Source: an optimization exercise on an open RTL-to-GDS flow (aim: small area, a short achievable clock period and few clock cycles per item). Production flows keep margins and buffers that such runs may drop. Only simulation tests tie the RTL to the original design; equivalence was not proved.

## flow/design.v (module list and top-level ports; edited modules follow where they fit)
// module nnMulInTree: 1515 lines
// module nnMulOutTree: 1221 lines
// module pwlActivation: 30 lines
// module nnDatapath: 159 lines
// module nnSequencer: 41 lines
// module nnRegisterFile: 60 lines
// module nnTop: 42 lines
module nnTop #(
    parameter int NumNeurons = 10
) (
    input  logic CLK,
    input  logic rst,
    input  logic write,
    input  logic read,
    input  nnPkg::addr_t address,
    input  nnPkg::fixed_t writedata,
    output nnPkg::fixed_t readdata
);
  // ...
==> flow/flow/run.sh <==
#!/bin/bash
set -euo pipefail
export BUFFER_PORTS_ARGS="-buffer_cell sky130_fd_sc_hd__buf_4"
export SETUP_SLACK_MARGIN=5.6
bash standard.sh > standard.log 2>&1
==> flow/standard.sh <==
#!/bin/bash
# synth_recipe.tcl (not shown) runs the flow's synth.tcl, then flattens the netlist and writes it again
# the make line also repeats each setting of config.mk as NAME=value (left out here)
make -C /OpenROAD-flow-scripts/flow DESIGN_CONFIG=/design/flow/config.mk WORK_HOME=/design/flow/orfs CLKGATE_MAP_FILE= SYNTH_SCRIPT=/design/flow/synth_recipe.tcl "${@:-finish}"
==> flow/config.mk <==
export PLATFORM = sky130hd
export DESIGN_NAME = nnTop
export DESIGN_NICKNAME = nnTop
export VERILOG_FILES = /design/flow/design.v
export SDC_FILE = /design/flow/constraint.sdc
export NUM_CORES = 4
export LEC_CHECK = 0
export CAP_MARGIN = 20
export CORE_MARGIN = 2
export CORE_UTILIZATION = 45
export SLEW_MARGIN = 20
==> flow/constraint.sdc <==
create_clock -name core_clock -period 12.5 [get_ports {CLK}]
set_input_delay 2.5000 -clock core_clock [delete_from_list [all_inputs] [get_ports {CLK}]]
set_output_delay 2.5000 -clock core_clock [all_outputs]
set_load 0.01 [all_outputs]
==> results.ini, run 1 <==
[global_route]
antenna_found_initial=15
grt_usage_pct=34.1

[final_layout]
nFlopsAndLatches=953
top_area_cell_class=multi-input combinational cells
regArea_um2=26200
multi_input_area_um2=52500
multi_input_cells=5313

[route]
detail-route-antenna-nets=0
met1_length_mm=119
dr_wl_met3_mm=45.8

[floorplanning]
tap_cells=2464
coreArea_um2=183000

[hold_path]
hold_path_class=flop to flop

[timing]
slew_headroom_pct=16.6
fmax_mhz=131
final-hold-violation-count=0
worst_slack_ns=4.85
final.period_utilization_pct=61.2

[clocking]
clock_latency_ns=0.74
cts_buffer_depth=3
cts_tree=done
hold_buffers=0

[place]
dpl.cell_count=9801
dp_slack_ns=4.00

[status]
status=complete, no violations

[critical_path]
cp.depth=11
critPathKind=input port to output pin
crit_path_frequent_cell=buf_4
rrSetupSlack_ns=5.64

[synth]
synth-xor-area-share_pct=11.0
synth_ff_type=edfxtp_1
synth_top_area_share_pct=25.4
ys_seq_area_share_pct=31.4

Testbench counts, summed over its fixed seeds: cycles 7,168, evals 512.
==> module nnDatapath, before the edit <==
module nnDatapath #(
    parameter int NumNeurons = 10
) (
    input  logic CLK,
    input  logic rst,
    input  logic busy,
    input  logic valid2,
    input  logic start,
    input  logic phase1,
    input  nnPkg::fixed_t writedata,
    input  logic [NumNeurons-1:0] selIn,
    input  logic [NumNeurons-1:0] selOut,
    input  logic [NumNeurons-1:0][nnPkg::DataWidth-1:0] weightIn,
    input  logic [NumNeurons-1:0][nnPkg::DataWidth-1:0] weightOut,
    input  nnPkg::fixed_t offset,
    output nnPkg::fixed_t result,
    output logic error
);
    localparam int AW = nnPkg::ActWidth;
    nnPkg::fixed_t xR;
    logic [15:0] wOne, wTwo, wNeg;
    nnPkg::fixed_t wOutR;
    logic wOutMinR;
    nnPkg::fixed_t wInNext;
    nnPkg::fixed_t wOutNext;
    always_comb begin
        wInNext = '0;
        wOutNext = '0;
        for (int i = 0; i < NumNeurons; i++) begin
            wInNext = wInNext | (weightIn[i] & {nnPkg::DataWidth{selIn[i]}});
            wOutNext = wOutNext | (weightOut[i] & {nnPkg::DataWidth{selOut[i]}});
        end
    end
    always_comb begin
        for (int j = 0; j < 16; j++) begin
            {wNeg[j], wTwo[j], wOne[j]} = nnPkg::boothEncode(
                {wInNext[2*j+1], wInNext[2*j], (j == 0) ? 1'b0 : wInNext[2*j-1]});
        end
    end
    always_ff @(posedge CLK) begin
        wOutR <= wOutNext;
        wOutMinR <= (wOutNext == nnPkg::FixedMin);
    end
    always_ff @(posedge CLK) begin
        if (start) begin
            xR <= writedata;
        end
    end
    nnPkg::fixed_t xOp;
    logic [63:0] pS, pC;
    logic [16:0] pLow;
    always_comb begin
        xOp = busy ? xR : writedata;
    end
    nnMulInTree inTree_i (
        .x(xOp), .wOne(wOne), .wTwo(wTwo), .wNeg(wNeg),
        .pS(pS), .pC(pC)
    );
    logic [63:16] pSR, pCR;
    logic pCarryR;
    always_comb begin
        pLow = {1'b0, pS[15:0]} + {1'b0, pC[15:0]};
    end
    always_ff @(posedge CLK) begin
        pSR <= pS[63:16];
        pCR <= pC[63:16];
        pCarryR <= pLow[16];
    end
    logic [48:0] pSum;
    logic [39:0] pHi;
    logic inOverflow;
    logic big;
    logic minusOne;
    logic signed [AW-1:0] hidden;
    always_comb begin
        pSum = {pSR, 1'b1} + {pCR, pCarryR};
        pHi = pSum[48:9];
        inOverflow = !((&pHi[39:31]) || !(|pHi[39:31]));
        big = !((&pHi[39:25]) || !(|pHi[39:25]));
        minusOne = big ? pHi[39]
                       : (pHi[25] && !(|pHi[24:3]) && !(pHi[2] && (pHi[1] || pHi[0])));
    end
    pwlActivation act_i (
        .x(pHi[AW-1:0]), .big(big), .sign(pHi[39]),
        .y(hidden)
    );
    logic [12:0] hOne, hTwo, hNeg;
    logic minusOneR;
    logic inOverflowR;
    logic [26:0] hExt;
    always_comb begin
        hExt = {hidden, 1'b0};
    end
    always_ff @(posedge CLK) begin
        for (int j = 0; j < 13; j++) begin
            hNeg[j] <= valid2 && hExt[2*j+2];
            hOne[j] <= valid2 && (hExt[2*j+1] != hExt[2*j]);
            hTwo[j] <= valid2 && (hExt[2*j+2] != hExt[2*j+1]) && (hExt[2*j+1] == hExt[2*j]);
        end
        minusOneR <= valid2 && minusOne;
        inOverflowR <= valid2 && inOverflow;
    end
    logic [32:0] accSumR, accCarryR;
    logic signed [32:0] accRaw;
    logic rawOverflow;
    nnPkg::fixed_t accSat;
    always_comb begin
        accRaw = accSumR + accCarryR;
        rawOverflow = accRaw[32] ^ accRaw[31];
        if (!rawOverflow) begin
            accSat = accRaw[31:0];
        end else if (accRaw[32]) begin
            accSat = nnPkg::FixedMin;
        end else begin
            accSat = nnPkg::FixedMax;
        end
        result = accSat;
    end
    logic outOverflow;
    nnPkg::fixed_t wEff;
    logic [57:0] sS, sC;
    always_comb begin
        outOverflow = minusOneR & wOutMinR;
        wEff = {wOutR[31:1], wOutR[0] | outOverflow};
    end
    nnMulOutTree outTree_i (
        .w(wEff), .hOne(hOne), .hTwo(hTwo), .hNeg(hNeg),
        .sS(sS), .sC(sC)
    );
    logic [33:0] addend;
    logic [33:0] csaSum, csaCarry;
    logic [24:0] sLow;
    always_comb begin
        addend = phase1 ? {{2{offset[31]}}, offset} : {{2{accSat[31]}}, accSat};
        csaSum = sS[57:24] ^ sC[57:24] ^ addend;
        csaCarry = (sS[57:24] & sC[57:24]) | (addend & (sS[57:24] ^ sC[57:24]));
        sLow = {1'b0, sS[23:0]} + {1'b0, sC[23:0]};
    end
    logic errorR;
    always_ff @(posedge CLK) begin
        if (rst) begin
            accSumR <= '0;
            accCarryR <= '0;
        end else begin
            accSumR <= csaSum[32:0];
            accCarryR <= {csaCarry[31:0], sLow[24]};
        end
    end
    always_ff @(posedge CLK) begin
        if (rst || phase1) begin
            errorR <= 1'b0;
        end else begin
            errorR <= errorR | rawOverflow | inOverflowR | outOverflow;
        end
    end
    always_comb begin
        error = errorR | rawOverflow;
    end
endmodule
==> module nnSequencer, before the edit <==
module nnSequencer #(
    parameter int NumNeurons = 10
) (
    input  logic CLK,
    input  logic rst,
    input  logic start,
    output logic [NumNeurons-1:0] selIn,
    output logic [NumNeurons-1:0] selOut,
    output logic valid2,
    output logic phase1,
    output logic busy,
    output logic done
);
    logic [NumNeurons+1:1] phase;
    always_ff @(posedge CLK) begin
        if (rst) begin
            phase <= '0;
            busy <= 1'b0;
            done <= 1'b0;
        end else if (start) begin
            phase <= {{NumNeurons{1'b0}}, 1'b1};
            busy <= 1'b1;
            done <= 1'b0;
        end else begin
            phase <= {phase[NumNeurons:1], 1'b0};
            if (phase[NumNeurons+1]) begin
                busy <= 1'b0;
                done <= 1'b1;
            end
        end
    end
    always_comb begin
        selIn[0] = !busy;
        for (int i = 1; i < NumNeurons; i++) begin
            selIn[i] = phase[i];
        end
        selOut = phase[NumNeurons:1];
        valid2 = !rst && (|phase[NumNeurons:1]);
        phase1 = phase[1];
    end
endmodule
==> module nnRegisterFile, before the edit <==
module nnRegisterFile #(
    parameter int NumNeurons = 10
) (
    input  logic CLK,
    input  logic rst,
    input  logic write,
    input  logic read,
    input  nnPkg::addr_t address,
    input  nnPkg::fixed_t writedata,
    input  logic busy,
    input  logic done,
    input  logic error,
    input  nnPkg::fixed_t result,
    output nnPkg::fixed_t readdata,
    output logic [NumNeurons-1:0][nnPkg::DataWidth-1:0] weightIn,
    output logic [NumNeurons-1:0][nnPkg::DataWidth-1:0] weightOut,
    output nnPkg::fixed_t offset,
    output logic start
);
    logic writeOk;
    nnPkg::statusWord_t status;
    nnPkg::fixed_t loadData;
    always_comb begin
        writeOk = write && !busy;
        start = writeOk && (address == nnPkg::AddrInput);
        loadData = writedata & {nnPkg::DataWidth{!rst}};
    end
    always_ff @(posedge CLK) begin
        for (int i = 0; i < NumNeurons; i++) begin
            if (rst || (writeOk && address == nnPkg::addr_t'(nnPkg::AddrWeightInBase + i))) begin
                weightIn[i] <= loadData;
            end
            if (rst || (writeOk && address == nnPkg::addr_t'(nnPkg::AddrWeightOutBase + i))) begin
                weightOut[i] <= loadData;
            end
        end
        if (rst || (writeOk && address == nnPkg::AddrOffset)) begin
            offset <= loadData;
        end
    end
    always_comb begin
        status = '0;
        status.done = done;
        status.error = error;
        status.busy = busy;
    end
    always_comb begin
        readdata = '0;
        for (int i = 0; i < NumNeurons; i++) begin
            readdata = readdata | (weightIn[i] & {nnPkg::DataWidth{
                read && address == nnPkg::addr_t'(nnPkg::AddrWeightInBase + i)}});
            readdata = readdata | (weightOut[i] & {nnPkg::DataWidth{
                read && address == nnPkg::addr_t'(nnPkg::AddrWeightOutBase + i)}});
        end
        readdata = readdata | (offset & {nnPkg::DataWidth{read && address == nnPkg::AddrOffset}});
        readdata = readdata | (result & {nnPkg::DataWidth{read && address == nnPkg::AddrResult}});
        readdata = readdata | (nnPkg::fixed_t'(status) & {nnPkg::DataWidth{
            read && address == nnPkg::AddrStatus}});
    end
endmodule
==> module nnTop, before the edit <==
module nnTop #(
    parameter int NumNeurons = 10
) (
    input  logic CLK,
    input  logic rst,
    input  logic write,
    input  logic read,
    input  nnPkg::addr_t address,
    input  nnPkg::fixed_t writedata,
    output nnPkg::fixed_t readdata
);
    logic [NumNeurons-1:0][nnPkg::DataWidth-1:0] weightIn;
    logic [NumNeurons-1:0][nnPkg::DataWidth-1:0] weightOut;
    nnPkg::fixed_t offset;
    logic start;
    logic busy;
    logic done;
    logic valid2;
    logic phase1;
    logic [NumNeurons-1:0] selIn;
    logic [NumNeurons-1:0] selOut;
    nnPkg::fixed_t result;
    logic error;
    nnRegisterFile #(.NumNeurons(NumNeurons)) regFile_i (
        .CLK(CLK), .rst(rst), .write(write), .read(read),
        .address(address), .writedata(writedata),
        .busy(busy), .done(done), .error(error), .result(result),
        .readdata(readdata), .weightIn(weightIn), .weightOut(weightOut),
        .offset(offset), .start(start)
    );
    nnSequencer #(.NumNeurons(NumNeurons)) seq_i (
        .CLK(CLK), .rst(rst), .start(start),
        .selIn(selIn), .selOut(selOut),
        .valid2(valid2), .phase1(phase1), .busy(busy), .done(done)
    );
    nnDatapath #(.NumNeurons(NumNeurons)) datapath_i (
        .CLK(CLK), .rst(rst), .busy(busy), .valid2(valid2), .start(start), .phase1(phase1),
        .writedata(writedata), .selIn(selIn), .selOut(selOut),
        .weightIn(weightIn), .weightOut(weightOut), .offset(offset),
        .result(result), .error(error)
    );
endmodule
==> inputs of run 2 (changes only) <==
--- a/flow/design.v
+++ b/flow/design.v
@@ -2807,4 +2807,5 @@
     input  nnPkg::fixed_t writedata,
     input  logic [NumNeurons-1:0] selIn,
+    input  logic selInBus,
     input  logic [NumNeurons-1:0] selOut,
     input  logic [NumNeurons-1:0][nnPkg::DataWidth-1:0] weightIn,
@@ -2822,5 +2823,5 @@
     nnPkg::fixed_t wOutNext;
     always_comb begin
-        wInNext = '0;
+        wInNext = writedata & {nnPkg::DataWidth{selInBus}};
         wOutNext = '0;
         for (int i = 0; i < NumNeurons; i++) begin
@@ -2829,11 +2830,9 @@
         end
     end
-    always_comb begin
+    always_ff @(posedge CLK) begin
         for (int j = 0; j < 16; j++) begin
-            {wNeg[j], wTwo[j], wOne[j]} = nnPkg::boothEncode(
+            {wNeg[j], wTwo[j], wOne[j]} <= nnPkg::boothEncode(
                 {wInNext[2*j+1], wInNext[2*j], (j == 0) ? 1'b0 : wInNext[2*j-1]});
         end
-    end
-    always_ff @(posedge CLK) begin
         wOutR <= wOutNext;
         wOutMinR <= (wOutNext == nnPkg::FixedMin);
@@ -2962,5 +2961,7 @@
     input  logic rst,
     input  logic start,
+    input  logic writeIn0,
     output logic [NumNeurons-1:0] selIn,
+    output logic selInBus,
     output logic [NumNeurons-1:0] selOut,
     output logic valid2,
@@ -2988,7 +2989,10 @@
     end
     always_comb begin
-        selIn[0] = !busy;
-        for (int i = 1; i < NumNeurons; i++) begin
-            selIn[i] = phase[i];
+        selInBus = !rst && !busy && writeIn0;
+        selIn = '0;
+        selIn[0] = !rst && !busy && !start && !writeIn0;
+        selIn[1] = !rst && start;
+        for (int i = 2; i < NumNeurons; i++) begin
+            selIn[i] = !rst && phase[i-1];
         end
         selOut = phase[NumNeurons:1];
@@ -3015,5 +3019,6 @@
     output logic [NumNeurons-1:0][nnPkg::DataWidth-1:0] weightOut,
     output nnPkg::fixed_t offset,
-    output logic start
+    output logic start,
+    output logic writeIn0
 );
     logic writeOk;
@@ -3023,4 +3028,5 @@
         writeOk = write && !busy;
         start = writeOk && (address == nnPkg::AddrInput);
+        writeIn0 = writeOk && (address == nnPkg::AddrWeightInBase);
         loadData = writedata & {nnPkg::DataWidth{!rst}};
     end
@@ -3074,4 +3080,6 @@
     nnPkg::fixed_t offset;
     logic start;
+    logic writeIn0;
+    logic selInBus;
     logic busy;
     logic done;
@@ -3087,8 +3095,8 @@
         .busy(busy), .done(done), .error(error), .result(result),
         .readdata(readdata), .weightIn(weightIn), .weightOut(weightOut),
-        .offset(offset), .start(start)
+        .offset(offset), .start(start), .writeIn0(writeIn0)
     );
     nnSequencer #(.NumNeurons(NumNeurons)) seq_i (
-        .CLK(CLK), .rst(rst), .start(start),
+        .CLK(CLK), .rst(rst), .start(start), .writeIn0(writeIn0), .selInBus(selInBus),
         .selIn(selIn), .selOut(selOut),
         .valid2(valid2), .phase1(phase1), .busy(busy), .done(done)
@@ -3096,5 +3104,5 @@
     nnDatapath #(.NumNeurons(NumNeurons)) datapath_i (
         .CLK(CLK), .rst(rst), .busy(busy), .valid2(valid2), .start(start), .phase1(phase1),
-        .writedata(writedata), .selIn(selIn), .selOut(selOut),
+        .writedata(writedata), .selIn(selIn), .selInBus(selInBus), .selOut(selOut),
         .weightIn(weightIn), .weightOut(weightOut), .offset(offset),
         .result(result), .error(error)
==> flow/flow/run.sh (replaced) <==
#!/bin/bash
set -euo pipefail
export BUFFER_PORTS_ARGS="-buffer_cell sky130_fd_sc_hd__buf_4"
export SETUP_SLACK_MARGIN=5.3
bash standard.sh > standard.log 2>&1
==> run 2 against run 1 <==
  * First-iteration DRC count is 8.8% higher
  * Flip-flop and latch count is 48 higher
  * Global-route usage is 1.7 points higher
  * Maximum frequency is 0.78% higher
  * Still clean on timing, DRC and antenna
  * Via count is 3.6% higher
  * Critical path depth is 10 higher
  * Register-to-register slack better by 0.10 ns
==> results.ini, run 2 <==
[clocking]
cts_buffers=107  ; was 97
htreeDepth=3  ; unchanged
clkTransAtPathRegs_ns=0.06  ; about the same
cts_buffer_depth=3  ; unchanged
clock-sinks=1001  ; was 953
clockRootBuffer=clkbuf_16  ; unchanged
clock_latency_ns=0.75  ; was 0.74 ns
cts_tree=done  ; unchanged

[global_route]
grt.busiest_layer=met2  ; unchanged
grt_pass1_vias=70600  ; was 68100
grt_usage_pct=35.9  ; was 34.1%
antenna_found_initial=17  ; was 15
grt_max_degree=59  ; was 81
overflow=0  ; unchanged
met1_usage_pct=46.4  ; was 43.1%
met3_usage_pct=12.0  ; was 11.6%
grt_pass1_wl_mm=502  ; was 471 mm
use_met2_pct=52.4  ; was 51.6%

[place]
dp_slack_ns=3.84  ; was 4.00 ns
dp_hpwl_mm=216  ; was 206 mm
portBuffers=76  ; unchanged
gp_congestion=0.947  ; was 0.976

[final_layout]
final_cell_mix=a22oi_1, fa_1, inv_1  ; was a22oi_1, xnor2_1, fa_1
final_common_cell=a22oi_1  ; unchanged
drive_gt1_share_pct=11.0  ; was 11.2%
reg_top3=regFile_i.weightIn: 320 flops, regFile_i.weightOut: 320 flops  ; unchanged
fin_nets=8943  ; was 8705
syn2layout_area_growth_pct=9.86  ; was 9.37%

[timing]
slew_viol_final=0  ; unchanged
final.period_utilization_pct=60.8  ; was 61.2%
fmax_mhz=132  ; was 131 MHz
layout_min_cycle_time_ns=7.59  ; was 7.65 ns
slew_headroom_pct=17.9  ; was 16.6%
rsz0062_at_grt=yes  ; unchanged
setup-violations-final=0  ; unchanged
worst_slack_ns=4.91  ; was 4.85 ns
worstMarginPinSlew_ns=1.23  ; was 1.25 ns
hold-worst-slack_ns=0.461  ; was 0.472 ns
tns_ns=0  ; unchanged
final-hold-violation-count=0  ; unchanged
fin_worst_skew_ns=0.0832  ; was 0.0771 ns

[synth]
synth_enable_flop_cells=704  ; unchanged
synth_common_cells=a22oi_1, fa_1, inv_1, edfxtp_1, clkbuf_1  ; was a22oi_1, xnor2_1, fa_1, inv_1, edfxtp_1
ys_seq_area_share_pct=31.9  ; was 31.4%
synth_ff_type=edfxtp_1  ; unchanged
synthArstFlopShare_pct=0  ; unchanged
synthesis.area_um2=84800  ; was 83200 um^2
synthDistinctLibCells=93  ; was 111
synthesis.instances=8011  ; was 7726
yosysMostFrequentCell=a22oi_1  ; unchanged
synth_area_leaders=edfxtp_1, fa_1, a22oi_1, dfxtp_1, xnor2_1  ; was edfxtp_1, fa_1, a22oi_1, xnor2_1, dfxtp_1
synth.avg_cell_area_um2=10.6  ; was 10.8 um^2
syn-num-nets=9214  ; was 8935
synth_top_area_share_pct=24.9  ; was 25.4%
ys_ff_latch=1001  ; was 953
ys_warn_count=4  ; unchanged
synth_top_cell_by_area=edfxtp_1  ; unchanged

[route]
drt_iter0_markers=10600  ; was 9735
routed_wirelength_mm=351  ; was 327 mm
drc=0  ; unchanged
vias=69900  ; was 67400
wl_per_cell_um=34.0  ; was 32.6 um
drt_first_pass_iters=7  ; was 10
vias_per_cell=6.76  ; was 6.71
detail-route-antenna-nets=0  ; unchanged

[floorplanning]
dieArea_um2=192000  ; was 188000 um^2
row_count=159  ; was 157
die_w_um=438  ; was 434 um
coreArea_um2=188000  ; was 183000 um^2
io_pins=77  ; unchanged
initial_utilization_pct=45.2  ; was 45.4%
die_y_um=438  ; was 434 um

[status]
status=complete, no violations  ; unchanged

[critical_path]
worstPathMaxFanout=7  ; was 32
worstReg2RegEnd=datapath_i.hTwo[4]$_DFF_P_  ; was datapath_i.pCR[35]$_DFF_P_
end_kind=output pin  ; unchanged
critPathRequiredTime_ns=10.00  ; about the same
reg2reg_from=datapath_i.pCR[19]$_DFF_P_  ; was seq_i.phase[8]$_SDFF_PP0_
crit_start=datapath_i.accSumR[1]$_SDFF_PP0_  ; was read
critPathKind=flop to output pin  ; was input port to output pin
critPathMaxStageDelay_ns=0.39  ; was 0.55 ns
startpoint_type=flop  ; was input port
worstPathArrival_ns=5.09  ; was 5.15 ns
crit_path_frequent_cell=a21o_1  ; was buf_4
rrSetupSlack_ns=5.74  ; was 5.64 ns
reg2reg_depth=19  ; unchanged
crit_slowest_cell=a2111o_1  ; was a222oi_1
cp_cell_sequence=ha_4, a21o_1, a21o_1, a2111o_1, a41o_1, a221oi_4, o21ai_2, nand2_2, a31oi_4, a31o_4, a21o_1, a21oi_2, xnor2_2, ha_4, buf_12, nand2b_4, buf_12, buf_16, o21ai_4, a211o_1, buf_6  ; was buf_4, nor2b_1, nand2_2, buf_12, nor2_4, buf_4, a222oi_1, nand3_1, nor3_1, o311ai_4, buf_4

[hold_path]
hold_path_class=flop to flop  ; unchanged
min_from=seq_i.phase[11]$_SDFF_PP0_  ; unchanged
worstHoldPathCells=1  ; unchanged
hold_path_end=seq_i.done$_SDFFE_PP0P_  ; unchanged

[flow_run]
cap_violations=0  ; unchanged

## run 2: cell type report
cell class / instances / area [um^2]
Sequential cell: 1001 / 27200
Antenna cell: 6 / 15.0
Clock inverter: 54 / 599
Tap cell: 2495 / 3120
Timing Repair Buffer: 343 / 3000
Inverter: 757 / 2850
Clock buffer: 148 / 3150
Multi-Input combinational cell: 5530 / 53300
Fill cell: 16800 / 94400
## run 2: worst max-delay path by stage
stage | endpoint | slack, ns | depth (start not counted)
final | readdata[12] | 4.91 | 21
after global placement | readdata[17] | 3.89 | 10
after floorplan | readdata[14] | 5.47 | 19
after global routing | readdata[31] | 4.73 | 20
after CTS | readdata[15] | 4.83 | 21
after detailed placement | readdata[17] | 3.84 | 10
## run 2: what timing repair did
action	in CTS	in global routing
resized for setup	160	95
hold buffers	0	0
buffers inserted	32	23
pin swaps	43	51
endpoints found under the setup margin	35	46
cloned	2	1
## run 2: layer usage
metal  wire length (um)  share of wire, %
met1             129000                37
met2             148000                42
met3              50000                14
met4              24200               6.9
met5                425              0.12
## run 2: through the flow
step	cell area (um^2)	cells	utilization, %
6_report	93200	10300	49.7
3_3_place_gp	87700	10100	46.7
3_5_place_dp	87700	10100	46.8
2_1_floorplan	84800	8011	-
4_1_cts	92500	10300	49.3
5_1_grt	93200	10300	49.7
## run 2: critical path, delay by kind of cell, from the launching register on
family	cells	cell delay, ns
xor+xnor	1	0.16
compound gates	12	2.56
fa+ha+maj	2	0.48
flops	1	0.33
simple gates	2	0.18
buf+inv	4	0.65
## run 2: cell families after synthesis
kind of cell	count (synthesis)	share of synthesized area, %
AO/OA/AOI/OAI	2181	19.1
adder cells (fa/ha/maj)	1159	24.1
buffers and inverters	1481	6.63
flip-flops	1001	31.9
XOR/XNOR	1079	11.2
multiplexers	61	0.774
AND/OR/NAND/NOR	1049	6.32
Testbench counts of run 2, summed over its fixed seeds: cycles 7,168, evals 512.
==> inputs of run 3 (changes only) <==
--- a/flow/design.v
+++ b/flow/design.v
@@ -2897,11 +2897,38 @@
         inOverflowR <= valid2 && inOverflow;
     end
-    logic [32:0] accSumR, accCarryR;
+    localparam int NB = 4;
+    function automatic int blockEnd(input int b);
+        blockEnd = (b == NB - 1) ? 33 : 8 * b + 8;
+    endfunction
+    logic [32:0] accPartR;
+    logic [NB-2:0] accGenR;
+    logic accCinR;
     logic signed [32:0] accRaw;
     logic rawOverflow;
     nnPkg::fixed_t accSat;
+    logic [NB-1:0] blockCarry;
+    logic [NB-1:0] blockOnes;
+    logic topInc;
     always_comb begin
-        accRaw = accSumR + accCarryR;
-        rawOverflow = accRaw[32] ^ accRaw[31];
+        for (int b = 0; b < NB; b++) begin
+            blockOnes[b] = 1'b1;
+            for (int i = 8 * b; i < blockEnd(b); i++) begin
+                blockOnes[b] = blockOnes[b] & accPartR[i];
+            end
+        end
+        blockCarry[0] = accCinR;
+        for (int b = 1; b < NB; b++) begin
+            blockCarry[b] = accGenR[b-1] | (blockOnes[b-1] & blockCarry[b-1]);
+        end
+        for (int b = 0; b < NB; b++) begin
+            logic lowerOnes;
+            lowerOnes = 1'b1;
+            for (int i = 8 * b; i < blockEnd(b); i++) begin
+                accRaw[i] = accPartR[i] ^ (blockCarry[b] & lowerOnes);
+                lowerOnes = lowerOnes & accPartR[i];
+            end
+        end
+        topInc = blockCarry[NB-1] & (&accPartR[30:24]);
+        rawOverflow = topInc ? !accPartR[32] : (accPartR[32] ^ accPartR[31]);
         if (!rawOverflow) begin
             accSat = accRaw[31:0];
@@ -2934,11 +2961,25 @@
     end
     logic errorR;
+    logic [32:0] rowA, rowB;
+    logic [32:0] partSum;
+    logic [NB-2:0] partGen;
+    always_comb begin
+        rowA = csaSum[32:0];
+        rowB = {csaCarry[31:0], 1'b0};
+        partGen = '0;
+        {partGen[0], partSum[7:0]} = {1'b0, rowA[7:0]} + {1'b0, rowB[7:0]};
+        {partGen[1], partSum[15:8]} = {1'b0, rowA[15:8]} + {1'b0, rowB[15:8]};
+        {partGen[2], partSum[23:16]} = {1'b0, rowA[23:16]} + {1'b0, rowB[23:16]};
+        partSum[32:24] = rowA[32:24] + rowB[32:24];
+    end
     always_ff @(posedge CLK) begin
         if (rst) begin
-            accSumR <= '0;
-            accCarryR <= '0;
+            accPartR <= '0;
+            accGenR <= '0;
+            accCinR <= 1'b0;
         end else begin
-            accSumR <= csaSum[32:0];
-            accCarryR <= {csaCarry[31:0], sLow[24]};
+            accPartR <= partSum;
+            accGenR <= partGen;
+            accCinR <= sLow[24];
         end
     end
==> flow/flow/run.sh (replaced) <==
#!/bin/bash
set -euo pipefail
export BUFFER_PORTS_ARGS="-buffer_cell sky130_fd_sc_hd__buf_4"
export SETUP_SLACK_MARGIN=5.3
R=$PWD/orfs/results/$FLOW_PLATFORM/nnTop/base
bash standard.sh $R/1_2_yosys.v > synth.log 2>&1
cp $R/1_2_yosys.v netlist_synth.v
python3 flow/polarity.py netlist_synth.v netlist_polarity.v > polarity.log 2>&1
if bash flow/check_equiv.sh netlist_synth.v netlist_polarity.v > equiv.log 2>&1; then
  echo "equivalent: using the polarity netlist" >> polarity.log
  cp netlist_polarity.v $R/1_2_yosys.v
else
  echo "not shown equivalent: keeping the synthesis netlist" >> polarity.log
fi
bash standard.sh > standard.log 2>&1
==> flow/flow/check_equiv.sh (new file) <==
#!/bin/bash
# check_equiv.sh before.v after.v : combinational equivalence of two gate
# netlists with the same registers (ABC cec, registers paired by name).
# Exit status 0 only when ABC reports them equivalent.
set -uo pipefail
Y=${YOSYS_BIN:-$FLOW_HOME/../tools/install/yosys/bin}
LIB=$FLOW_HOME/platforms/sky130hd/lib/sky130_fd_sc_hd__tt_025C_1v80.lib
for n in before after; do
  f=$1; [ $n = after ] && f=$2
  cat > eq_$n.ys <<EOT
read_liberty -ignore_miss_func $LIB
read_verilog $f
hierarchy -top $FLOW_TOP
flatten
techmap
opt_clean
dffunmap
write_blif -gates eq_$n.blif
EOT
  $Y/yosys -q eq_$n.ys || exit 1
done
$Y/yosys-abc -c "cec -n eq_before.blif eq_after.blif" > eq_cec.log 2>&1
grep -q "Networks are equivalent" eq_cec.log
==> flow/flow/polarity.py (new file) <==
#!/usr/bin/env python3
"""Inverter-polarity clean-up of a Yosys gate netlist (sky130hd).

A full adder with every input inverted gives both outputs inverted, and XOR2
and XNOR2 differ only by an output inversion. Synthesis leaves many inverters
between full adders; this picks, for every full adder and XOR/XNOR gate,
whether to use it in inverted form so that fewer inverters are needed, then
rewrites the netlist: old inverters are dropped and one inverter is added for
each net that some load still needs inverted. Registers, ports and every other
cell are kept as they are. Usage: polarity.py netlist.v [out.v]
"""
import re
import sys
from collections import defaultdict

P = 'sky130_fd_sc_hd__'
OUT_PINS = {'X', 'Y', 'Q', 'Q_N', 'SUM', 'COUT', 'HI', 'LO'}


def fmt(n):
    # escaped identifiers end at white space
    return n + ' ' if n.startswith('\\') else n


def main():
    src = sys.argv[1]
    dst = sys.argv[2] if len(sys.argv) > 2 else src
    text = open(src).read()
    if re.search(r'^\s*assign\b', text, re.M) or len(re.findall(r'^\s*module\b', text, re.M)) != 1:
        # only plain one-module cell netlists are handled; leave others as they are
        if dst != src:
            open(dst, 'w').write(text)
        print('polarity: netlist not handled, left unchanged')
        return
    # cell instances: type name ( .pin(net), ... );
    inst_re = re.compile(r'^(\s*)(' + P + r'\w+)\s+(\S+)\s*\((.*?)\);\s*$', re.S | re.M)
    pin_re = re.compile(r'\.(\w+)\(([^()]*)\)')
    cells = []
    spans = []
    for mm in inst_re.finditer(text):
        typ, name, body = mm.group(2), mm.group(3), mm.group(4)
        pins = [(p, n.strip()) for p, n in pin_re.findall(body)]
        cells.append({'typ': typ, 'name': name, 'pins': pins})
        spans.append((mm.start(), mm.end()))
    # ports
    header = text[:spans[0][0]]
    outputs = set()
    for mm in re.finditer(r'^\s*output\s+(?:\[(\d+):(\d+)\]\s*)?(\S+?)\s*;', header, re.M):
        if mm.group(1) is not None:
            hi, lo = int(mm.group(1)), int(mm.group(2))
            for i in range(min(hi, lo), max(hi, lo) + 1):
                outputs.add(f'{mm.group(3)}[{i}]')
        outputs.add(mm.group(3))
    driver = {}
    for ci, c in enumerate(cells):
        for p, n in c['pins']:
            if p in OUT_PINS:
                driver[n] = (ci, p)

    def is_inv(c):
        return c['typ'].startswith(P + 'inv_')

    def kind(c):
        t = c['typ'][len(P):]
        if t.startswith('fa_'):
            return 'fa'
        if t.startswith('xor2_') or t.startswith('xnor2_'):
            return 'x'
        return None

    # root of a net through inverter chains: (root, parity)
    root_cache = {}

    def root(n):
        if n in root_cache:
            return root_cache[n]
        par = 0
        cur = n
        seen = 0
        while cur in driver and is_inv(cells[driver[cur][0]]) and seen < 50:
            c = cells[driver[cur][0]]
            cur = dict(c['pins'])['A']
            par ^= 1
            seen += 1
        root_cache[n] = (cur, par)
        return cur, par

    # loads: every input pin of a non-inverter cell, and output ports
    loads = defaultdict(list)   # root -> list of (ci, pin, parity)
    for ci, c in enumerate(cells):
        if is_inv(c):
            continue
        for p, n in c['pins']:
            if p in OUT_PINS or n.startswith("1'") or n == '':
                continue
            r, par = root(n)
            loads[r].append((ci, p, par))
    port_nets = set()
    for n in outputs:
        if n in driver or n in root_cache or True:
            r, par = root(n)
            if n in driver:
                loads[r].append((-1, n, par))
                port_nets.add(r)
    # which inverter outputs are outputs ports themselves: keep those inverters
    keep_inv_outputs = set(n for n in outputs if n in driver and is_inv(cells[driver[n][0]]))

    flip = [0] * len(cells)
    flippable = [False] * len(cells)
    for ci, c in enumerate(cells):
        k = kind(c)
        if k:
            outs = [n for p, n in c['pins'] if p in OUT_PINS]
            if not any(n in port_nets or n in outputs for n in outs):
                flippable[ci] = True

    def g(ci, pin):
        # load expects inverted input: only full adders flip their inputs
        if ci < 0:
            return 0
        return flip[ci] if kind(cells[ci]) == 'fa' else 0

    def fdrv(r):
        if r in driver:
            return flip[driver[r][0]]
        return 0

    def cost_root(r):
        fd = fdrv(r)
        for ci, pin, par in loads.get(r, ()):
            if par ^ g(ci, pin) ^ fd:
                return 1
        return 0

    # roots touched by a cell
    touch = []
    for ci, c in enumerate(cells):
        rs = set()
        if flippable[ci]:
            for p, n in c['pins']:
                if n.startswith("1'"):
                    continue
                if p in OUT_PINS:
                    rs.add(n)
                elif kind(c) == 'fa':
                    rs.add(root(n)[0])
        touch.append(rs)

    before = sum(cost_root(r) for r in loads)
    # simulated annealing over the flips, then a greedy finish; fixed seed
    import random
    import math
    rng = random.Random(1)
    cand = [ci for ci in range(len(cells)) if flippable[ci]]
    cur = before
    best = cur
    best_flip = list(flip)
    steps = 400 * len(cand)
    for step in range(steps):
        temp = 0.6 * (1 - step / steps) + 0.01
        ci = cand[rng.randrange(len(cand))]
        rs = touch[ci]
        old = sum(cost_root(r) for r in rs)
        flip[ci] ^= 1
        new = sum(cost_root(r) for r in rs)
        d = new - old
        if d <= 0 or rng.random() < math.exp(-d / temp):
            cur += d
            if cur < best:
                best = cur
                best_flip = list(flip)
        else:
            flip[ci] ^= 1
    flip[:] = best_flip
    improved = True
    while improved:
        improved = False
        for ci in cand:
            rs = touch[ci]
            old = sum(cost_root(r) for r in rs)
            flip[ci] ^= 1
            if sum(cost_root(r) for r in rs) < old:
                improved = True
            else:
                flip[ci] ^= 1
    after = sum(cost_root(r) for r in loads)
    n_inv_old = sum(1 for c in cells if is_inv(c))

    # rewrite
    inv_net = {}
    new_cells_text = []
    counter = [0]

    def inv_of(r):
        if r not in inv_net:
            counter[0] += 1
            nm = f'_pol{counter[0]}_'
            inv_net[r] = nm
        return inv_net[r]

    def pin_net(ci, pin, n):
        if n.startswith("1'") or n == '':
            return n
        r, par = root(n)
        if par ^ g(ci, pin) ^ fdrv(r):
            return inv_of(r)
        return r

    out_lines = []
    last = 0
    for ci, (c, (s, e)) in enumerate(zip(cells, spans)):
        out_lines.append(text[last:s])
        last = e
        if is_inv(c):
            y = dict(c['pins'])['Y']
            if y in keep_inv_outputs:
                # an output port driven by an inverter: drive it from the root
                r, par = root(y)
                src_net = r if (par ^ fdrv(r)) == 0 else None
                if par ^ fdrv(r):
                    out_lines.append(f'  {P}inv_2 {c["name"]} (\n    .A({fmt(r)}),\n    .Y({fmt(y)})\n  );')
                else:
                    out_lines.append(f'  {P}buf_2 {c["name"]} (\n    .A({fmt(r)}),\n    .X({fmt(y)})\n  );')
            continue
        typ = c['typ']
        if kind(c) == 'x' and flip[ci]:
            typ = typ.replace('xnor2_', 'XOR2TMP_').replace('xor2_', 'xnor2_').replace('XOR2TMP_', 'xor2_')
        pins = []
        swapped = kind(c) == 'x' and flip[ci]
        for p, n in c['pins']:
            if p in OUT_PINS:
                if swapped:
                    # xor2 drives X, xnor2 drives Y
                    p = 'Y' if p == 'X' else 'X'
                pins.append((p, n))
            else:
                pins.append((p, pin_net(ci, p, n)))
        body = ',\n'.join(f'    .{p}({fmt(n)})' for p, n in pins)
        out_lines.append(f'  {typ} {c["name"]} (\n{body}\n  );')
    # output ports driven by non-inverter cells whose driver got flipped are
    # never flipped (flippable excludes them); ports behind inverters handled above
    tail = text[last:]
    decl = []
    for r, nm in inv_net.items():
        decl.append(f'  wire {nm};')
        decl.append(f'  {P}inv_1 {nm}inv (\n    .A({fmt(r)}),\n    .Y({nm})\n  );')
    # place new wires and inverters before endmodule
    idx = tail.rfind('endmodule')
    tail = tail[:idx] + '\n'.join(decl) + '\n' + tail[idx:]
    open(dst, 'w').write(''.join(out_lines) + tail)
    flips = sum(flip)
    print(f'polarity: {n_inv_old} inverters before, {len(inv_net)} after '
          f'(nets needing one: {before} -> {after}); {flips} cells flipped')


if __name__ == '__main__':
    main()
==> run 3 against run 2 <==
  * Still clean on timing, DRC and antenna
  * Highest routed layer unchanged
  * Clock-buffer cell count fell by 24
  * Non-clock buffer count fell by 3
==> results.ini, run 3 <==
[timing]
slew_viol_final=0  ; unchanged
setup-violations-final=0  ; unchanged
tns_ns=0  ; unchanged
worstMarginPinSlew_ns=1.18  ; was 1.23 ns
slew_headroom_pct=21.2  ; was 17.9%
rsz0062_at_grt=yes  ; unchanged
final.period_utilization_pct=58.7  ; was 60.8%
fin_worst_skew_ns=0.133  ; was 0.0832 ns
final-hold-violation-count=0  ; unchanged
fmax_mhz=136  ; was 132 MHz
layout_min_cycle_time_ns=7.34  ; was 7.59 ns

[global_route]
overflow=0  ; unchanged
grt_pass1_vias=67500  ; was 70600
met1_usage_pct=45.2  ; was 46.4%
met3_usage_pct=12.6  ; was 12.0%
grt_max_degree=54  ; was 59
use_met2_pct=52.5  ; was 52.4%
grt_usage_pct=35.3  ; was 35.9%
grt.busiest_layer=met2  ; unchanged
antenna_found_initial=16  ; was 17
grt_pass1_wl_mm=481  ; was 502 mm

[critical_path]
startpoint_type=input port  ; was flop
critical_path.endpoint=readdata[27]  ; was readdata[12]
reg2reg_depth=22  ; was 19
reg2reg_from=datapath_i.pSR[16]$_DFF_P_  ; was datapath_i.pCR[19]$_DFF_P_
critPathKind=input port to output pin  ; was flop to output pin
rrSetupSlack_ns=5.70  ; was 5.74 ns
worstReg2RegEnd=datapath_i.hTwo[8]$_DFF_P_  ; was datapath_i.hTwo[4]$_DFF_P_
worstPathMaxFanout=32  ; was 7
worstPathArrival_ns=4.84  ; was 5.09 ns
critPathRequiredTime_ns=10.00  ; about the same
crit_start=address[7]  ; was datapath_i.accSumR[1]$_SDFF_PP0_
end_kind=output pin  ; unchanged

[synth]
synthesis.area_um2=82100  ; was 84800 um^2
synth.avg_cell_area_um2=11.1  ; was 10.6 um^2
syn-num-nets=8593  ; was 9214
synthesis.instances=7386  ; was 8011
ys_warn_count=4  ; unchanged

[place]
portBuffers=76  ; unchanged
dp_hpwl_mm=208  ; was 216 mm
gp_congestion=1.00  ; was 0.947

[clocking]
hold_buffers=0  ; unchanged
cts_buffers=105  ; was 107
cts_tree=done  ; unchanged
cts_buffer_depth=3  ; unchanged
clkTransAtPathRegs_ns=0.06  ; about the same
htreeDepth=3  ; unchanged
clockRootBuffer=clkbuf_16  ; unchanged
clock-sinks=972  ; was 1001
clock_latency_ns=0.82  ; was 0.75 ns

[floorplanning]
io_pins=77  ; unchanged
dieArea_um2=186000  ; was 192000 um^2
coreArea_um2=181000  ; was 188000 um^2
initial_utilization_pct=45.4  ; was 45.2%
row_count=156  ; was 159
die_w_um=431  ; was 438 um
die_y_um=431  ; was 438 um

[route]
detail-route-antenna-nets=0  ; unchanged
vias=67900  ; was 69900
drt_iter0_markers=10900  ; was 10600
vias_per_cell=7.09  ; was 6.76
routed_wirelength_mm=336  ; was 351 mm
drt_first_pass_iters=10  ; was 7
wl_per_cell_um=35.0  ; was 34.0 um
drc=0  ; unchanged

[final_layout]
final_cell_mix=a22oi_1, fa_1, xnor2_1  ; was a22oi_1, fa_1, inv_1
final_util_pct=49.7  ; about the same
fin_nets=8320  ; was 8943
reg_top3=regFile_i.weightIn: 320 flops, regFile_i.weightOut: 320 flops  ; unchanged
final_common_cell=a22oi_1  ; unchanged
drive_gt1_share_pct=11.3  ; was 11.0%
syn2layout_area_growth_pct=9.53  ; was 9.86%

[flow_run]
cap_violations=0  ; unchanged

[hold_path]
hold_path_class=flop to flop  ; unchanged

[status]
status=complete, no violations  ; unchanged

[run 3: worst min-delay path by stage]
stage	start	end	slack, ns	depth (start not counted)
CTS	seq_i.phase[11]$_SDFF_PP0_	seq_i.busy$_SDFFE_PP0P_	0.56	3
detailed placement	seq_i.done$_SDFFE_PP0P_	seq_i.done$_SDFFE_PP0P_	0.55	1
global placement	seq_i.done$_SDFFE_PP0P_	seq_i.done$_SDFFE_PP0P_	0.52	1
floorplan	seq_i.phase[11]$_SDFF_PP0_	seq_i.done$_SDFFE_PP0P_	0.43	1
finish	regFile_i.weightOut[237]$_DFFE_PP_	datapath_i.wOutR[13]$_DFF_P_	0.57	2
global route	seq_i.done$_SDFFE_PP0P_	seq_i.done$_SDFFE_PP0P_	0.59	1
[run 3: routing by layer]
metal	vias up	part of all wire [%]
met5	-	0.055
met4	14	6.4
met3	1468	14
met2	5585	43
met1	34000	37
li1	26800	-
[run 3: critical path, cell delays in order]
cell,delay (ns)
buf_6,0.09
nor4_4,0.05
buf_4,0.14
nand3_4,0.09
buf_12,0.16
nor2_4,0.04
buf_8,0.24
a22o_1,0.28
a221oi_1,0.24
nand4_1,0.21
nor3_4,0.45
o21ai_1,0.13
buf_4,0.17
[run 3: through the flow]
step	cells	instance area (um^2)	setup slack (ns)	hold slack, ns
2_1_floorplan	7386	82100	5.50	0.428
3_3_place_gp	9321	84800	3.52	0.515
3_5_place_dp	9322	84800	3.49	0.554
4_1_cts	9547	89200	5.15	0.563
5_1_grt	9575	89900	5.14	0.588
6_report	9585	89900	5.16	0.565
[run 3: area by class of cell]
cell class	instances	area, um^2
clock buffer	124	2710
fill	15900	91000
inverter	233	875
timing repair buffer	340	3010
multi-input combinational	5461	52800
sequential	972	26600
antenna	11	27.5
clock inverter	74	918
tap	2370	2970
[run 3: repair_timing]
action	CTS	global route
gates cloned	4	4
resized for setup	115	103
endpoints found under the setup margin	32	46
buffers inserted	23	22
pin swaps	31	34
Testbench counts of run 3, summed over its fixed seeds: cycles 7,168, evals 512.
==> inputs of run 4 (changes only) <==
--- a/flow/design.v
+++ b/flow/design.v
@@ -3091,16 +3091,26 @@
         status.busy = busy;
     end
+    logic [15:0] lowSel;
+    logic groupIn, groupOut, groupOffset, groupStatus;
+    nnPkg::fixed_t wordIn, wordOut;
     always_comb begin
-        readdata = '0;
+        for (int k = 0; k < 16; k++) begin
+            lowSel[k] = address[3:0] == 4'(k);
+        end
+        groupIn = read && address[8:4] == 5'd0;
+        groupOut = read && address[8:4] == 5'd1;
+        groupOffset = read && address[8:4] == 5'd2;
+        groupStatus = read && address[8:4] == 5'd3;
+        wordIn = '0;
+        wordOut = '0;
         for (int i = 0; i < NumNeurons; i++) begin
-            readdata = readdata | (weightIn[i] & {nnPkg::DataWidth{
-                read && address == nnPkg::addr_t'(nnPkg::AddrWeightInBase + i)}});
-            readdata = readdata | (weightOut[i] & {nnPkg::DataWidth{
-                read && address == nnPkg::addr_t'(nnPkg::AddrWeightOutBase + i)}});
+            wordIn = wordIn | (weightIn[i] & {nnPkg::DataWidth{lowSel[i]}});
+            wordOut = wordOut | (weightOut[i] & {nnPkg::DataWidth{lowSel[i]}});
         end
-        readdata = readdata | (offset & {nnPkg::DataWidth{read && address == nnPkg::AddrOffset}});
-        readdata = readdata | (result & {nnPkg::DataWidth{read && address == nnPkg::AddrResult}});
-        readdata = readdata | (nnPkg::fixed_t'(status) & {nnPkg::DataWidth{
-            read && address == nnPkg::AddrStatus}});
+        readdata = (wordIn & {nnPkg::DataWidth{groupIn}})
+                 | (wordOut & {nnPkg::DataWidth{groupOut}})
+                 | (offset & {nnPkg::DataWidth{groupOffset && lowSel[0]}})
+                 | (result & {nnPkg::DataWidth{groupStatus && lowSel[0]}})
+                 | (nnPkg::fixed_t'(status) & {nnPkg::DataWidth{groupStatus && lowSel[1]}});
     end
 endmodule
==> run 4 against run 3 <==
  * Via count is 1.6% lower
  * Still clean on timing, DRC and antenna
  * Maximum frequency is 1.0% higher
  * Setup slack better by 0.074 ns
  * Die area hardly changed
==> results.ini, run 4 <==
[status]
status=complete, no violations  ; unchanged

[clocking]
clock-sinks=972  ; unchanged
clkTransAtPathRegs_ns=0.06  ; about the same
htreeDepth=3  ; unchanged
clock_latency_ns=0.75  ; was 0.82 ns
cts_buffer_depth=3  ; unchanged
hold_buffers=0  ; unchanged
cts_tree=done  ; unchanged
cts_buffers=102  ; was 105
clockRootBuffer=clkbuf_16  ; unchanged

[final_layout]
reg_top3=regFile_i.weightIn: 320 flops, regFile_i.weightOut: 320 flops  ; unchanged
fillCellCount=16000  ; was 15900
final_cell_mix=a22oi_1, xnor2_1, fa_1  ; was a22oi_1, fa_1, xnor2_1
fin_nets=8279  ; was 8320
regArea_um2=26600  ; about the same
multi_input_area_um2=53000  ; was 52800 um^2
syn2layout_area_growth_pct=9.90  ; was 9.53%
final_util_pct=49.8  ; was 49.7%
final_common_cell=a22oi_1  ; unchanged
drive_gt1_share_pct=11.0  ; was 11.3%

[floorplanning]
coreArea_um2=181000  ; about the same
die_w_um=431  ; about the same
dieArea_um2=186000  ; about the same
io_pins=77  ; unchanged
row_count=156  ; unchanged
initial_utilization_pct=45.3  ; was 45.4%
die_y_um=431  ; about the same

[route]
routed_wirelength_mm=321  ; was 336 mm
vias=66800  ; was 67900
detail-route-antenna-nets=0  ; unchanged
drc=0  ; unchanged
wl_per_cell_um=33.6  ; was 35.0 um
drt_iter0_markers=9332  ; was 10900
drt_first_pass_iters=8  ; was 10
vias_per_cell=7.01  ; was 7.09

[critical_path]
critPathKind=input port to output pin  ; unchanged
rrSetupSlack_ns=5.49  ; was 5.70 ns
crit_start=address[7]  ; unchanged
worstPathMaxFanout=4  ; was 32
reg2reg_depth=22  ; unchanged
startpoint_type=input port  ; unchanged
worstPathArrival_ns=4.76  ; was 4.84 ns
critical_path.endpoint=readdata[1]  ; was readdata[27]
reg2reg_from=datapath_i.pCR[18]$_DFF_P_  ; was datapath_i.pSR[16]$_DFF_P_
worstReg2RegEnd=datapath_i.hTwo[12]$_DFF_P_  ; was datapath_i.hTwo[8]$_DFF_P_
end_kind=output pin  ; unchanged
critPathRequiredTime_ns=10.00  ; about the same

[timing]
fin_worst_skew_ns=0.0775  ; was 0.133 ns
rsz0062_at_grt=yes  ; unchanged
final-hold-violation-count=0  ; unchanged
slew_headroom_pct=23.6  ; was 21.2%
slew_viol_final=0  ; unchanged
tns_ns=0  ; unchanged
final.period_utilization_pct=58.1  ; was 58.7%
hold-worst-slack_ns=0.467  ; was 0.565 ns
worstMarginPinSlew_ns=1.15  ; was 1.18 ns
worst_slack_ns=5.24  ; was 5.16 ns
setup-violations-final=0  ; unchanged
layout_min_cycle_time_ns=7.26  ; was 7.34 ns
fmax_mhz=138  ; was 136 MHz

[global_route]
grt_pass1_wl_mm=463  ; was 481 mm
grt_pass1_vias=68000  ; was 67500
overflow=0  ; unchanged
grt_usage_pct=33.7  ; was 35.3%
antenna_found_initial=9  ; was 16
grt_max_degree=59  ; was 54

[synth]
synthesis.area_um2=82100  ; about the same
ys_warn_count=4  ; unchanged
synthesis.instances=7352  ; was 7386
synth.avg_cell_area_um2=11.2  ; was 11.1 um^2
syn-num-nets=8559  ; was 8593

[hold_path]
hold_path_class=flop to flop  ; unchanged

[place]
portBuffers=76  ; unchanged
dp_hpwl_mm=199  ; was 208 mm
gp_congestion=0.978  ; was 1.00
dp_slack_ns=4.20  ; was 3.49 ns

[flow_run]
cap_violations=0  ; unchanged

-- run 4: metrics by stage --
stage | cell area (um^2) | cells
2_1_floorplan | 82100 | 7352
4_1_cts | 89600 | 9517
3_5_place_dp | 84900 | 9294
6_report | 90300 | 9534
5_1_grt | 90300 | 9533
3_3_place_gp | 84900 | 9292
-- run 4: worst min path at each step --
stage	to	slack, ns	depth (start not counted)	from
after floorplan	seq_i.done$_SDFFE_PP0P_	0.43	1	seq_i.phase[11]$_SDFF_PP0_
after global placement	seq_i.done$_SDFFE_PP0P_	0.44	1	seq_i.phase[11]$_SDFF_PP0_
after detailed placement	seq_i.done$_SDFFE_PP0P_	0.45	1	seq_i.phase[11]$_SDFF_PP0_
after CTS	seq_i.done$_SDFFE_PP0P_	0.46	1	seq_i.phase[11]$_SDFF_PP0_
after global routing	seq_i.done$_SDFFE_PP0P_	0.48	1	seq_i.phase[11]$_SDFF_PP0_
final	seq_i.done$_SDFFE_PP0P_	0.47	1	seq_i.phase[11]$_SDFF_PP0_
-- run 4: cell type report --
type,instances,area share (%)
Antenna cell,3,0.00832
Clock buffer,137,3.21
Clock inverter,56,0.787
Inverter,197,0.819
Multi-Input combinational cell,5445,58.7
Sequential cell,972,29.4
Tap cell,2370,3.29
Timing Repair Buffer,354,3.76
-- run 4: critical path: stages --
cell,delay (ns)
buf_4,0.11
or3_1,0.44
or2_2,0.46
nor4_4,0.51
o21ai_1,0.36
nand3_1,0.22
buf_4,0.15
-- run 4: metal layers --
metal	GRT usage [%]	share of wire, %	up-vias
met4	18.2	6.1	4
met3	11.1	14	1236
met2	49.5	42	5248
li1	-	-	26800
met1	43.9	37	33500
met5	0.598	0.055	-
-- run 4: what timing repair did --
item | CTS | global route
gates resized for setup | 147 | 79
endpoints found under the setup margin | 32 | 36
buffers inserted | 16 | 9
pin swaps | 32 | 47
gates cloned | 14 | 5
Testbench counts of run 4, summed over its fixed seeds: cycles 7,168, evals 512.
==> inputs of run 5 (changes only) <==
--- a/flow/flow/run.sh
+++ b/flow/flow/run.sh
@@ -2,5 +2,5 @@
 set -euo pipefail
 export BUFFER_PORTS_ARGS="-buffer_cell sky130_fd_sc_hd__buf_4"
-export SETUP_SLACK_MARGIN=5.3
+export SETUP_SLACK_MARGIN=5.6
 R=$PWD/orfs/results/$FLOW_PLATFORM/nnTop/base
 bash standard.sh $R/1_2_yosys.v > synth.log 2>&1
--- a/flow/config.mk
+++ b/flow/config.mk
@@ -8,4 +8,4 @@
 export CAP_MARGIN = 20
 export CORE_MARGIN = 2
-export CORE_UTILIZATION = 45
+export CORE_UTILIZATION = 55
 export SLEW_MARGIN = 20
==> run 5 against run 4 <==
  * Critical endpoint is now readdata[6]
  * Critical path depth increased by 4
  * Via count increased by 1.2%
  * Highest routed layer unchanged
  * Synthesized area unchanged
  * Still clean
==> results.ini, run 5 <==
[status]
status=complete, no violations  ; unchanged

[critical_path]
crit_path_frequent_cell=buf_12  ; was buf_4
worstPathArrival_ns=4.65  ; was 4.76 ns
critPathMaxStageDelay_ns=0.36  ; was 0.51 ns
critPathKind=input port to output pin  ; unchanged
path_delay_family=compound AO/OA/AOI/OAI gates  ; was simple AND/OR/NAND/NOR gates
end_kind=output pin  ; unchanged
startpoint_type=input port  ; unchanged
cp_cell_sequence=buf_12, nand2b_4, nor3_4, buf_12, buf_16, buf_12, a22oi_1, a31oi_4, a211o_1, a211o_4, buf_6  ; was buf_4, or3_1, or2_2, nor4_4, o21ai_1, nand3_1, buf_4
crit_slowest_cell=a211o_4  ; was nor4_4
cp.depth=11  ; was 7
crit_buf_inv=5  ; was 2
critPathRequiredTime_ns=10.00  ; about the same
worstPathMaxFanout=9  ; was 4
reg2reg_depth=24  ; was 22

[route]
vias=67600  ; was 66800
drc=0  ; unchanged
drt_first_pass_iters=7  ; was 8
wl_per_cell_um=35.7  ; was 33.6 um
drt_iter0_markers=9973  ; was 9332
vias_per_cell=7.40  ; was 7.01
routed_wirelength_mm=326  ; was 321 mm
detail-route-antenna-nets=0  ; unchanged

[global_route]
grt_max_degree=47  ; was 59
grt_pass1_vias=68600  ; was 68000
grt_usage_pct=42.2  ; was 33.7%
grt_pass1_wl_mm=471  ; was 463 mm
antenna_found_initial=7  ; was 9
overflow=0  ; unchanged

[timing]
layout_min_cycle_time_ns=7.15  ; was 7.26 ns
final.period_utilization_pct=57.2  ; was 58.1%
worstMarginPinSlew_ns=1.28  ; was 1.15 ns
slew_headroom_pct=14.1  ; was 23.6%
worst_slack_ns=5.35  ; was 5.24 ns
final-hold-violation-count=0  ; unchanged
tns_ns=0  ; unchanged
fin_worst_skew_ns=0.124  ; was 0.0775 ns
setup-violations-final=0  ; unchanged
slew_viol_final=0  ; unchanged
fmax_mhz=140  ; was 138 MHz
rsz0062_at_grt=yes  ; unchanged

[synth]
syn-num-nets=8559  ; unchanged
synthesis.area_um2=82100  ; unchanged
synthesis.instances=7352  ; unchanged
ys_warn_count=4  ; unchanged
synth.avg_cell_area_um2=11.2  ; unchanged

[final_layout]
syn2layout_area_growth_pct=11.4  ; was 9.90%
final_cell_mix=a22oi_1, xnor2_1, fa_1  ; unchanged
fin_nets=8325  ; was 8279
regArea_um2=26600  ; about the same
final_common_cell=a22oi_1  ; unchanged
fillCellCount=11800  ; was 16000
multi_input_area_um2=53700  ; was 53000 um^2
reg_top3=regFile_i.weightIn: 320 flops, regFile_i.weightOut: 320 flops  ; unchanged
drive_gt1_share_pct=12.6  ; was 11.0%

[clocking]
clockRootBuffer=clkbuf_16  ; unchanged
hold_buffers=0  ; unchanged
cts_tree=done  ; unchanged
clkTransAtPathRegs_ns=0.06  ; about the same
htreeDepth=3  ; unchanged
clock_latency_ns=0.82  ; was 0.75 ns
cts_buffer_depth=3  ; unchanged
clock-sinks=972  ; unchanged
cts_buffers=104  ; was 102

[place]
dp_slack_ns=4.41  ; was 4.20 ns
dp_hpwl_mm=195  ; was 199 mm
gp_congestion=0.965  ; was 0.978
portBuffers=76  ; unchanged

[floorplanning]
initial_utilization_pct=55.5  ; was 45.3%
io_pins=77  ; unchanged
die_y_um=390  ; was 431 um
row_count=141  ; was 156
dieArea_um2=152000  ; was 186000 um^2
coreArea_um2=148000  ; was 181000 um^2
die_w_um=390  ; was 431 um

[hold_path]
hold_path_class=flop to flop  ; unchanged
worstHoldPathCells=1  ; unchanged

[flow_run]
cap_violations=0  ; unchanged

==> run 5: stage by stage <==
step	cells	util [%]	hold WS (ns)	area, um^2
2_1_floorplan	7352	-	0.428	82100
3_3_place_gp	8841	56.9	0.464	84300
3_5_place_dp	8845	57.0	0.488	84300
4_1_cts	9110	61.3	0.502	90700
5_1_grt	9138	61.8	0.513	91500
6_report	9139	61.8	0.529	91500
==> run 5: final cells by class <==
cell class                 instances  area share [%]
clock buffer                     140            3.23
tap                             1930            2.64
multi-input combinational       5444            58.6
sequential                       972            29.0
antenna                            1         0.00273
clock inverter                    56           0.856
inverter                         197           0.808
timing repair buffer             399            4.77
==> run 5: metal layers <==
layer | global-route usage [%] | share of wire (%)
met5 | 0.0957 | 0.024
met2 | 61.9 | 42
met1 | 55.5 | 37
met4 | 21.4 | 5.9
met3 | 14.6 | 15
==> run 5: path summary, 6_finish.rpt <==
path,startpoint,end,slack [ns]
worst max-delay path,address[1],readdata[6],5.35
worst max register to register,datapath_i.pSR[18]$_DFF_P_,datapath_i.hTwo[12]$_DFF_P_,5.75
worst min register to register,seq_i.done$_SDFFE_PP0P_,seq_i.done$_SDFFE_PP0P_,0.53
worst min-delay path,seq_i.done$_SDFFE_PP0P_,seq_i.done$_SDFFE_PP0P_,0.53
==> run 5: what timing repair did <==
action,in CTS,in global routing
gates resized for setup,260,85
pin swaps,99,67
gates cloned,32,3
endpoints found under the setup margin,33,44
buffers inserted,37,21
hold endpoints to repair,0,0
==> run 5: worst reg2reg max path, stage by stage (launching register included) <==
cell and delay, ns:
dfxtp_1 0.31, ha_1 0.54, a21o_2 0.35, a311o_1 0.32, nand2_1 0.20, nand3_1 0.13, nand2b_1 0.12, a21bo_2 0.25
o21bai_1 0.19, a21oi_1 0.16, xnor2_1 0.67, inv_1 0.15, ha_1 0.40, a21o_1 0.19, a21o_1 0.16, a21oi_1 0.18
o211ai_1 0.12, a221oi_1 0.50, and3_1 0.38, o221ai_1 0.19, and3_1 0.20, or3_1 0.38, a211oi_1 0.25, o21ai_0 0.10
a21oi_1 0.16

[port drivers added, routing unchanged]
No port has a modelled driver above. Below, the same layouts with a new extraction and two added sets of constraints.
Step 1 (the two cells are an assumption about what drives the block):
set clk [get_ports {CLK}]
set_driving_cell -lib_cell sky130_fd_sc_hd__clkbuf_16 $clk
set_driving_cell -lib_cell sky130_fd_sc_hd__buf_2 [delete_from_list [all_inputs] $clk]
Step 2 times the ports against the registers' clock, not the clock port: input delays grow and output delays shrink by t, the midpoint of the rising clock arrivals with the driver on.
a / b / c = ideal ports / drivers / drivers and shift; a / b = the first two.
run | shift t [ns] | setup WS [ns] | hold slack, ns | worst setup path at the end | pins driven straight from the clock port
run 1 | 0.784 | 4.846 / 4.825 / 4.825 | 0.472 / 0.472 / 0.472 | input to output | 1
run 2 | 0.805 | 4.905 / 4.812 / 4.812 | 0.461 / 0.461 / 0.461 | input to output | 1
run 3 | 0.839 | 5.164 / 5.114 / 5.114 | 0.565 / 0.565 / 0.565 | input to output | 1
run 4 | 0.794 | 5.237 / 5.165 / 5.165 | 0.467 / 0.467 / 0.467 | input to output | 1
run 5 | 0.838 | 5.350 / 5.285 / 5.223 | 0.529 / 0.529 / 0.529 | input to register | 1
After both steps setup and hold are still met in every run listed. The setup slack of run 5, which loses most, moves by -0.065 ns with the drivers and by -0.127 ns with both steps.
